From an optimization exercise on the open Yosys and OpenROAD flow, aimed at small area, a short achievable clock period and few clock cycles per item; shortcuts taken in it are not production practice. RTL that was checked went through simulation tests only; none was proved equivalent to the original. Power figures rest on the tool's default switching activity, not on a simulated workload.

== v6 ==
// ex_stage
module ex_stage
#(
  parameter int unsigned WIDTH = 32
) (
  input  logic             clk,
  input  logic             rst,
  input  logic             in_valid,
  output logic             in_ready,
  input  logic [3:0]       operation,
  input  logic [WIDTH-1:0] op_a,
  input  logic [WIDTH-1:0] op_b,
  input  logic [4:0]       shamt,
  input  logic [4:0]       rd,
  input  logic             reg_write,
  input  logic             stall_in,
  input  logic             flush,
  output logic             out_valid,
  output logic [WIDTH-1:0] result,
  output logic             zero,
  output logic [4:0]       out_rd,
  output logic             out_reg_write,
  output logic             busy
);
For scale: roughly 2400 cells after synthesis, ~130 I/O pins.
export LEC_CHECK = 0
export ABC_AREA = 1
export CAP_MARGIN = 20
export CORE_MARGIN = 2
export CORE_UTILIZATION = 40
export CTS_BUF_LIST = sky130_fd_sc_hd__clkbuf_8
export SETUP_SLACK_MARGIN = 5
export SLEW_MARGIN = 20
export SYNTH_HIERARCHICAL = 1
create_clock -name core_clock -period 10.0 [get_ports {clk}]
standard.sh (not shown) runs the stock make flow with config.mk's settings and CLKGATE_MAP_FILE= SYNTH_SCRIPT=/design/flow/synth_recipe.tcl, a recipe that flattens the netlist after the stock synthesis.
==> flow/flow/run.sh <==
#!/bin/bash
# The standard layout; the port buffers use the smallest buffer cell
# (every input and output port still gets its own buffer).
set -euo pipefail
bash standard.sh "BUFFER_PORTS_ARGS=-buffer_cell sky130_fd_sc_hd__buf_1" finish > flow_make.log 2>&1
For v7, these inputs were changed with respect to v6:
--- a/flow/design.v
+++ b/flow/design.v
@@ -670,41 +670,52 @@
       for (int j = 0; j < (16 >> l); j++) begin
         sg[l+1][j] = sg[l][2*j+1] | (sp[l][2*j+1] & sg[l][2*j]);
         sp[l+1][j] = sp[l][2*j+1] & sp[l][2*j];
       end
     end
     lt = ap[31] ? ~sg[5][0] : a0_q[31];
   end
-  logic [31:0] p1_q, g1_q;
-  logic s_tree, s_srl, s_ap, s_addsub, s_ag, s_or, s_nor, s_slt, s_hold;
-  assign s_hold   = ~ld1_s;
-  assign s_tree   = ld1_s & ((op0_q == OP_MUL) | (op0_q == OP_SLL));
-  assign s_srl    = ld1_s & (op0_q == OP_SRL);
-  assign s_addsub = ld1_s & ((op0_q == OP_ADD) | (op0_q == OP_SUB));
-  assign s_ap     = s_addsub | (ld1_s & (op0_q == OP_XOR));
-  assign s_ag     = ld1_s & (op0_q == OP_AND);
-  assign s_or     = ld1_s & (op0_q == OP_OR);
-  assign s_nor    = ld1_s & (op0_q == OP_NOR);
-  assign s_slt    = ld1_s & (op0_q == OP_SLT);
-  logic [31:0] p_nx, g_nx;
+  logic [31:0] p_d, g_d;
   logic        c_d;
-  assign p_nx = ({32{s_tree}} & hp) | ({32{s_srl}} & hp_rev) | ({32{s_ap}} & ap) |
-                ({32{s_ag}} & ag) | ({32{s_or}} & (ap | ag)) | ({32{s_nor}} & ~(ap | ag)) |
-                {31'd0, s_slt & lt} | ({32{s_hold}} & p1_q);
-  assign g_nx = ({32{s_tree}} & hg) | ({32{s_addsub}} & ag) | ({32{s_hold}} & g1_q);
-  assign c_d  = ((op0_q == OP_MUL) & bneg[0]) | (op0_q == OP_SUB);
+  always_comb begin
+    p_d = 32'd0;
+    g_d = 32'd0;
+    c_d = 1'b0;
+    case (op0_q)
+      OP_MUL, OP_SLL: begin
+        p_d = hp;
+        g_d = hg;
+        c_d = (op0_q == OP_MUL) & bneg[0];
+      end
+      OP_SRL:  p_d = hp_rev;
+      OP_ADD: begin
+        p_d = ap;
+        g_d = ag;
+      end
+      OP_SUB: begin
+        p_d = ap;
+        g_d = ag;
+        c_d = 1'b1;
+      end
+      OP_SLT:  p_d = {31'd0, lt};
+      OP_AND:  p_d = ag;
+      OP_OR:   p_d = ap | ag;
+      OP_XOR:  p_d = ap;
+      OP_NOR:  p_d = ~(ap | ag);
+      default: ;
+    endcase
+  end
+  logic [31:0] p1_q, g1_q;
   logic        c1_q;
   logic [4:0]  rd1_q;
   logic        rw1_q;
   always_ff @(posedge clk) begin
-    p1_q <= p_nx;
-    g1_q <= g_nx;
-  end
-  always_ff @(posedge clk) begin
     if (ld1_s) begin
+      p1_q  <= p_d;
+      g1_q  <= g_d;
       c1_q  <= c_d;
       rd1_q <= rd0_q;
       rw1_q <= rw0_q;
     end
   end
   logic [31:0] hg0, hpp0, hgk [0:4], hpk [0:4];
   logic [31:0] gall, cy;
@@ -729,18 +740,16 @@
       end
     end
     gall = hgk[4];
     for (int i = 2; i < 32; i += 2)
       gall[i] = hg0[i] | (hpp0[i] & hgk[4][i-1]);
     cy = {gall[30:0], c1_q};
   end
-  logic [31:0] zterm;
-  assign zterm = p1_q ^ {p1_q[30:0] | g1_q[30:0], c1_q};
   assign result        = p1_q ^ cy;
-  assign zero          = ~|zterm;
+  assign zero          = ~|result;
   assign out_valid     = v1_q;
   assign out_rd        = rd1_q;
   assign out_reg_write = rw1_q;
   assign busy          = v0_q;
 endmodule
 module ex_fa (
   input  logic a,
### Flow results
- | setup slack after layout | v7 vs v6 | 330 ps lower |
- Part of the power in combinational logic up 0.2 points in v7 wrt v6
- [v7 vs v6] largest stage delay on the critical path: lower in v7
- Relative to v6, overall power after layout has increased by 1.6% in v7.
- v7 ended with every stage complete and zero timing, DRC or antenna violations.
- Number of flops mapped to enable cells by yosys in v7 is 68% above v6.
- Taking v6 as the reference point, the area growth from synthesis to final layout of v7 rises by 2.6 points.
- Time the worst path needs with I/O delays and setup up 330 ps in v7 wrt v6
- Compared with v6, v7 improves area after synthesis.
- Going from v6 to v7, cell area went up by about 0.5%; worst hold slack was more or less identical; starting utilization of the core area went up by 0.17 points; clock share of power was more or less identical.
Function was not checked in any run of this note: the RTL went through the layout flow alone.

* * *

ex_stage, a different RTL version from the one above (not shown whole).
For scale: about 160 flip-flops, ~130 I/O pins, about 0.021 mm² of cells after synthesis.
Settings: LEC_CHECK=0, ABC_AREA=1, CAP_MARGIN=20, CORE_MARGIN=2, CORE_UTILIZATION=40, CTS_BUF_LIST=sky130_fd_sc_hd__clkbuf_8, SETUP_SLACK_MARGIN=5, SLEW_MARGIN=20, SYNTH_HIERARCHICAL=1; clock period 10.0 ns.
Scripts as last shown in full above: flow/flow/run.sh
Rerun with:
--- a/flow/design.v
+++ b/flow/design.v
@@ -642,95 +642,88 @@
   wire fs194, fc194;
   ex_fa u_fa194 (.a(fc165), .b(fs166), .c(fs137), .s(fs194), .co(fc194));
   wire fs195, fc195;
   ex_fa u_fa195 (.a(fc166), .b(fs167), .c(fs139), .s(fs195), .co(fc195));
   wire fs196, fc196;
   ex_fa u_fa196 (.a(fc167), .b(fs168), .c(fs141), .s(fs196), .co(fc196));
   wire fs197, fc197;
   ex_fa u_fa197 (.a(fc168), .b(fs169), .c(fs143), .s(fs197), .co(fc197));
   assign tree_x = {fc196, fc195, fc194, fc193, fc192, fc191, fc190, fc189, fc188, fc187, fc186, fc185, fc184, fc183, fc182, fc181, fc180, fc179, fc178, fc177, fc176, fc175, fc174, fc173, fc172, fc171, fc170, hc21, hc20, hs20, pp0[1], pp0[0]};
   assign tree_y = {fs197, fs196, fs195, fs194, fs193, fs192, fs191, fs190, fs189, fs188, fs187, fs186, fs185, fs184, fs183, fs182, fs181, fs180, fs179, fs178, fs177, fs176, fs175, fs174, fs173, fs172, fs171, fs170, hs21, bneg[1], 1'b0, 1'b0};
-  logic [31:0] tx_rev, ty_rev;
+  logic [31:0] hp, hg, hp_rev;
+  assign hp = tree_x ^ tree_y;
+  assign hg = tree_x & tree_y;
   always_comb begin
-    for (int i = 0; i < 32; i++) begin
-      tx_rev[i] = tree_x[31 - i];
-      ty_rev[i] = tree_y[31 - i];
-    end
+    for (int i = 0; i < 32; i++) hp_rev[i] = hp[31 - i];
   end
   logic [31:0] ap, ag;
   assign ap = a0_q ^ b0_raw;
   assign ag = a0_q & b0_raw;
   logic [31:0] sg [0:5];
   logic [31:0] sp [0:5];
   logic        lt;
   always_comb begin
     sg[0] = {1'b0, ag[30:1], ag[0] | ap[0]};
     sp[0] = {1'b1, ap[30:1], 1'b0};
     for (int l = 0; l < 5; l++) begin
       sg[l+1] = 32'd0;
       sp[l+1] = 32'd0;
       for (int j = 0; j < (16 >> l); j++) begin
         sg[l+1][j] = sg[l][2*j+1] | (sp[l][2*j+1] & sg[l][2*j]);
         sp[l+1][j] = sp[l][2*j+1] & sp[l][2*j];
       end
     end
     lt = ap[31] ? ~sg[5][0] : a0_q[31];
   end
-  logic [31:0] x_d, y_d;
+  logic [31:0] p_d, g_d;
   logic        c_d;
   always_comb begin
-    x_d = 32'd0;
-    y_d = 32'd0;
+    p_d = 32'd0;
+    g_d = 32'd0;
     c_d = 1'b0;
     case (op0_q)
       OP_MUL, OP_SLL: begin
-        x_d = tree_x;
-        y_d = tree_y;
+        p_d = hp;
+        g_d = hg;
         c_d = (op0_q == OP_MUL) & bneg[0];
       end
-      OP_SRL: begin
-        x_d = tx_rev;
-        y_d = ty_rev;
-      end
+      OP_SRL:  p_d = hp_rev;
       OP_ADD: begin
-        x_d = a0_q;
-        y_d = b0_raw;
+        p_d = ap;
+        g_d = ag;
       end
       OP_SUB: begin
-        x_d = a0_q;
-        y_d = b0_raw;
+        p_d = ap;
+        g_d = ag;
         c_d = 1'b1;
       end
-      OP_SLT:  x_d = {31'd0, lt};
-      OP_AND:  x_d = ag;
-      OP_OR:   x_d = ap | ag;
-      OP_XOR:  x_d = ap;
-      OP_NOR:  x_d = ~(ap | ag);
+      OP_SLT:  p_d = {31'd0, lt};
+      OP_AND:  p_d = ag;
+      OP_OR:   p_d = ap | ag;
+      OP_XOR:  p_d = ap;
+      OP_NOR:  p_d = ~(ap | ag);
       default: ;
     endcase
   end
-  logic [31:0] x1_q, y1_q;
+  logic [31:0] p1_q, g1_q;
   logic        c1_q;
   logic [4:0]  rd1_q;
   logic        rw1_q;
   always_ff @(posedge clk) begin
     if (ld1_s) begin
-      x1_q  <= x_d;
-      y1_q  <= y_d;
+      p1_q  <= p_d;
+      g1_q  <= g_d;
       c1_q  <= c_d;
       rd1_q <= rd0_q;
       rw1_q <= rw0_q;
     end
   end
-  logic [31:0] p1_q, g1_q;
-  assign p1_q = x1_q ^ y1_q;
-  assign g1_q = x1_q & y1_q;
   logic [31:0] hg0, hpp0, hgk [0:4], hpk [0:4];
   logic [31:0] gall, cy;
   always_comb begin
     hg0  = g1_q;
     hpp0 = p1_q;
     hg0[0] = g1_q[0] | (p1_q[0] & c1_q);
     hgk[0] = hg0;
     hpk[0] = hpp0;
     for (int i = 1; i < 32; i += 2) begin
       hgk[0][i] = hg0[i] | (hpp0[i] & hg0[i-1]);
=> The changed run produced a clean layout; sequential share of layout area rises by 0.65 points; routed wire length falls by 7.1%; worst hold slack stays flat; setup slack gets better by 0.29 ns; non-clock buffer count rises by 9; area after synthesis falls by about 5%; synthesized cell count falls by 5.1%; total power rises by 5.2%.
Testbench counts after the change, summed over its fixed seeds: cycles 13,329, items 12,000.
Function not checked in the first run of this note: the RTL went through the layout flow alone.

* * *

Setup of rev 12:
Another version of the RTL of ex_stage (not shown whole).
For scale: about 2400 cells after synthesis, about 160 flip-flops, roughly 130 I/O pins, roughly 20000 um2 of cells after synthesis.
Settings: LEC_CHECK=0, ABC_AREA=1, CAP_MARGIN=20, CORE_MARGIN=2, CORE_UTILIZATION=40, CTS_BUF_LIST=sky130_fd_sc_hd__clkbuf_8, PLACE_DENSITY=0.72, SLEW_MARGIN=20, SYNTH_HIERARCHICAL=1; clock period 10.0 ns.
==> flow/flow/run.sh <==
#!/bin/bash
# The standard layout, with two changes to how it is made (the clock period
# and constraints are the design's):
#  - the port buffers use the smallest buffer cell (every input and output
#    port still gets its own buffer);
#  - the timing repair aims for a setup margin of 5.25 ns instead of 5.
set -euo pipefail
bash standard.sh SETUP_SLACK_MARGIN=5.25 "BUFFER_PORTS_ARGS=-buffer_cell sky130_fd_sc_hd__buf_1" finish > flow_make.log 2>&1
Testbench counts of rev 12, summed over its fixed seeds: cycles 13,329, items 12,000.
diff inputs: rev 12 => rev 13
--- a/flow/design.v
+++ b/flow/design.v
@@ -74,38 +74,39 @@
   assign l_shift = ld0_s & op_shift;
   assign l_other = ld0_s & ~op_shift;
   assign l_mul   = ld0_s & op_mul;
   assign l_raw   = ld0_s & ~op_mul & ~op_shift;
   logic [31:0] b_rev, b_sh, b_pre, a_nx;
   always_comb begin
     for (int i = 0; i < 32; i++) b_rev[i] = op_b[31 - i];
     b_sh  = op_sll ? op_b : b_rev;
     b_pre = shamt[4] ? {b_sh[15:0], 16'd0} : b_sh;
   end
   assign a_nx = ({32{l_shift}} & b_pre) | ({32{l_other}} & op_a) | ({32{l_hold}} & a0_q);
   logic [11:0] one_nx, two_nx, neg_nx;
-  logic [31:0] braw;
-  assign braw = (op_sub | op_slt) ? ~op_b : op_b;
+  logic        l_rawp, l_rawn;
+  assign l_rawn = ld0_s & (op_sub | op_slt);
+  assign l_rawp = l_raw & ~(op_sub | op_slt);
   always_comb begin
     for (int i = 0; i < 12; i++) begin
       logic b2, b1, bm, sel;
       b2  = op_b[2*i+1];
       b1  = op_b[2*i];
       bm  = (i == 0) ? 1'b0 : op_b[2*i-1];
       sel = (i < 8) && (shamt[3:1] == 3'(i));
       one_nx[i] = (l_mul & (b1 ^ bm)) | (l_shift & sel & ~shamt[0]) |
-                  (l_raw & braw[2*i]) | (l_hold & one0_q[i]);
+                  (l_rawp & b1) | (l_rawn & ~b1) | (l_hold & one0_q[i]);
       two_nx[i] = (l_mul & ((b2 & ~b1 & ~bm) | (~b2 & b1 & bm))) |
                   (l_shift & sel & shamt[0]) | (l_hold & two0_q[i]);
-      neg_nx[i] = (l_mul & b2) | (l_raw & braw[2*i+1]) | (l_hold & neg0_q[i]);
+      neg_nx[i] = ((l_mul | l_rawp) & b2) | (l_rawn & ~b2) | (l_hold & neg0_q[i]);
     end
   end
   logic [3:0] wone, wtwo, wneg;
   always_comb begin
     for (int k = 0; k < 4; k++) begin
       logic b2, b1, bm;
       b2 = op_b[2*(12+k)+1];
       b1 = op_b[2*(12+k)];
       bm = op_b[2*(12+k)-1];
       wone[k] = b1 ^ bm;
       wtwo[k] = (b2 & ~b1 & ~bm) | (~b2 & b1 & bm);
       wneg[k] = b2;
@@ -136,39 +137,39 @@
   wire whs25, whc25;
   ex_ha u_wha25 (.a(wpp12[3]), .b(wpp13[1]), .s(whs25), .co(whc25));
   wire wfs200, wfc200;
   ex_fa u_wfa200 (.a(whs22), .b(wpp14[0]), .c(wneg[2]), .s(wfs200), .co(wfc200));
   wire wfs201, wfc201;
   ex_fa u_wfa201 (.a(whc22), .b(whs23), .c(wpp14[1]), .s(wfs201), .co(wfc201));
   wire wfs202, wfc202;
   ex_fa u_wfa202 (.a(whc23), .b(wfs198), .c(wpp15_0), .s(wfs202), .co(wfc202));
   wire wfs203, wfc203;
   ex_fa u_wfa203 (.a(wfc198), .b(wfs199), .c(wpp15_1), .s(wfs203), .co(wfc203));
   assign wt_x = {wfc202, wfc201, wfc200, whc25, whc24, whs24, wpp12[1], wpp12[0]};
   assign wt_y = {wfs203, wfs202, wfs201, wfs200, whs25, wneg[1], 1'b0, wneg[0]};
-  logic [7:0] w_in;
-  assign w_in = op_mul ? (wt_x + wt_y) : (op_useb ? braw[31:24] : 8'd0);
-  logic [7:0]  w0_q;
+  logic [7:0] w0_q, w_nx;
+  assign w_nx = ({8{l_mul}} & (wt_x + wt_y)) | ({8{l_rawp}} & op_b[31:24]) |
+                ({8{l_rawn}} & ~op_b[31:24]) | ({8{l_hold}} & w0_q);
   logic [3:0]  op0_q;
   logic [4:0]  rd0_q;
   logic        rw0_q;
   always_ff @(posedge clk) begin
     a0_q   <= a_nx;
     one0_q <= one_nx;
     two0_q <= two_nx;
     neg0_q <= neg_nx;
+    w0_q   <= w_nx;
   end
   always_ff @(posedge clk) begin
     if (ld0_s) begin
-      w0_q   <= w_in;
       op0_q  <= operation;
       rd0_q  <= rd;
       rw0_q  <= reg_write;
     end
   end
   logic [31:0] b0_raw;
   always_comb begin
     for (int i = 0; i < 12; i++) begin
       b0_raw[2*i]   = one0_q[i];
       b0_raw[2*i+1] = neg0_q[i];
     end
     b0_raw[31:24] = w0_q;
==> summary.txt <==
- Per the comparison of rev 13 with rev 12, per-instance average area after synthesis now smaller; die area now smaller; met3 global-route usage comparable; power now smaller.
- Cell area | rev 13 vs rev 12 | rev 13 smaller
- Clock power: rev 13 higher than rev 12
- Fraction of met2 tracks used by global routing sits higher in rev 13 than in rev 12.
- Rev 13: proportion of cell area occupied by multi-input gates 0.77 points above rev 12
- Rev 13 gives less number of clock buffers in the layout than rev 12 did.
- Rev 13 — detailed-route wire length 1.1% lower, rev 12 as reference
- Compared with rev 12, count of multi-input gates in rev 13 increased slightly.
Testbench counts of rev 13, summed over its fixed seeds: cycles 13,329, items 12,000.

==> static timing again, ports no longer ideal <==
Ports are ideal in the flow. The routed layouts listed here were re-timed in OpenROAD.
Step 1 (the two cells are an assumption about what drives the block):
set clk [get_ports {clk}]
set_driving_cell -lib_cell sky130_fd_sc_hd__clkbuf_16 $clk
set_driving_cell -lib_cell sky130_fd_sc_hd__buf_2 [delete_from_list [all_inputs] $clk]
Step 2 moves the port delays by t, midway between the first and last clock arrival at a register: inputs arrive t later, outputs are due t later. That takes back most of the time a late clock gives input paths.
a / b / c = no drivers / after step 1 / after step 2; a / b = the first two.
run | t, ns | setup WS [ns] | slew at the worst register clock pin (ns)
v6 | 0.530 | 5.006 / 5.006 / 4.733 | 0.11 / 0.11
v7 | 0.540 | 4.681 / 4.629 / 4.791 | 0.10 / 0.10
the first run of note 2 | 0.530 | 4.691 / 4.637 / 4.737 | 0.10 / 0.10
the second run of note 2 | 0.554 | 4.982 / 4.982 / 4.710 | 0.10 / 0.10
rev 12 | 0.544 | 5.249 / 5.222 / 4.911 | 0.10 / 0.10
rev 13 | 0.546 | 5.292 / 5.266 / 4.958 | 0.11 / 0.11
After both steps setup and hold are still met in every run listed. For rev 12, which loses most, drivers alone change the setup slack by -0.027 ns; drivers and shift together by -0.338 ns.
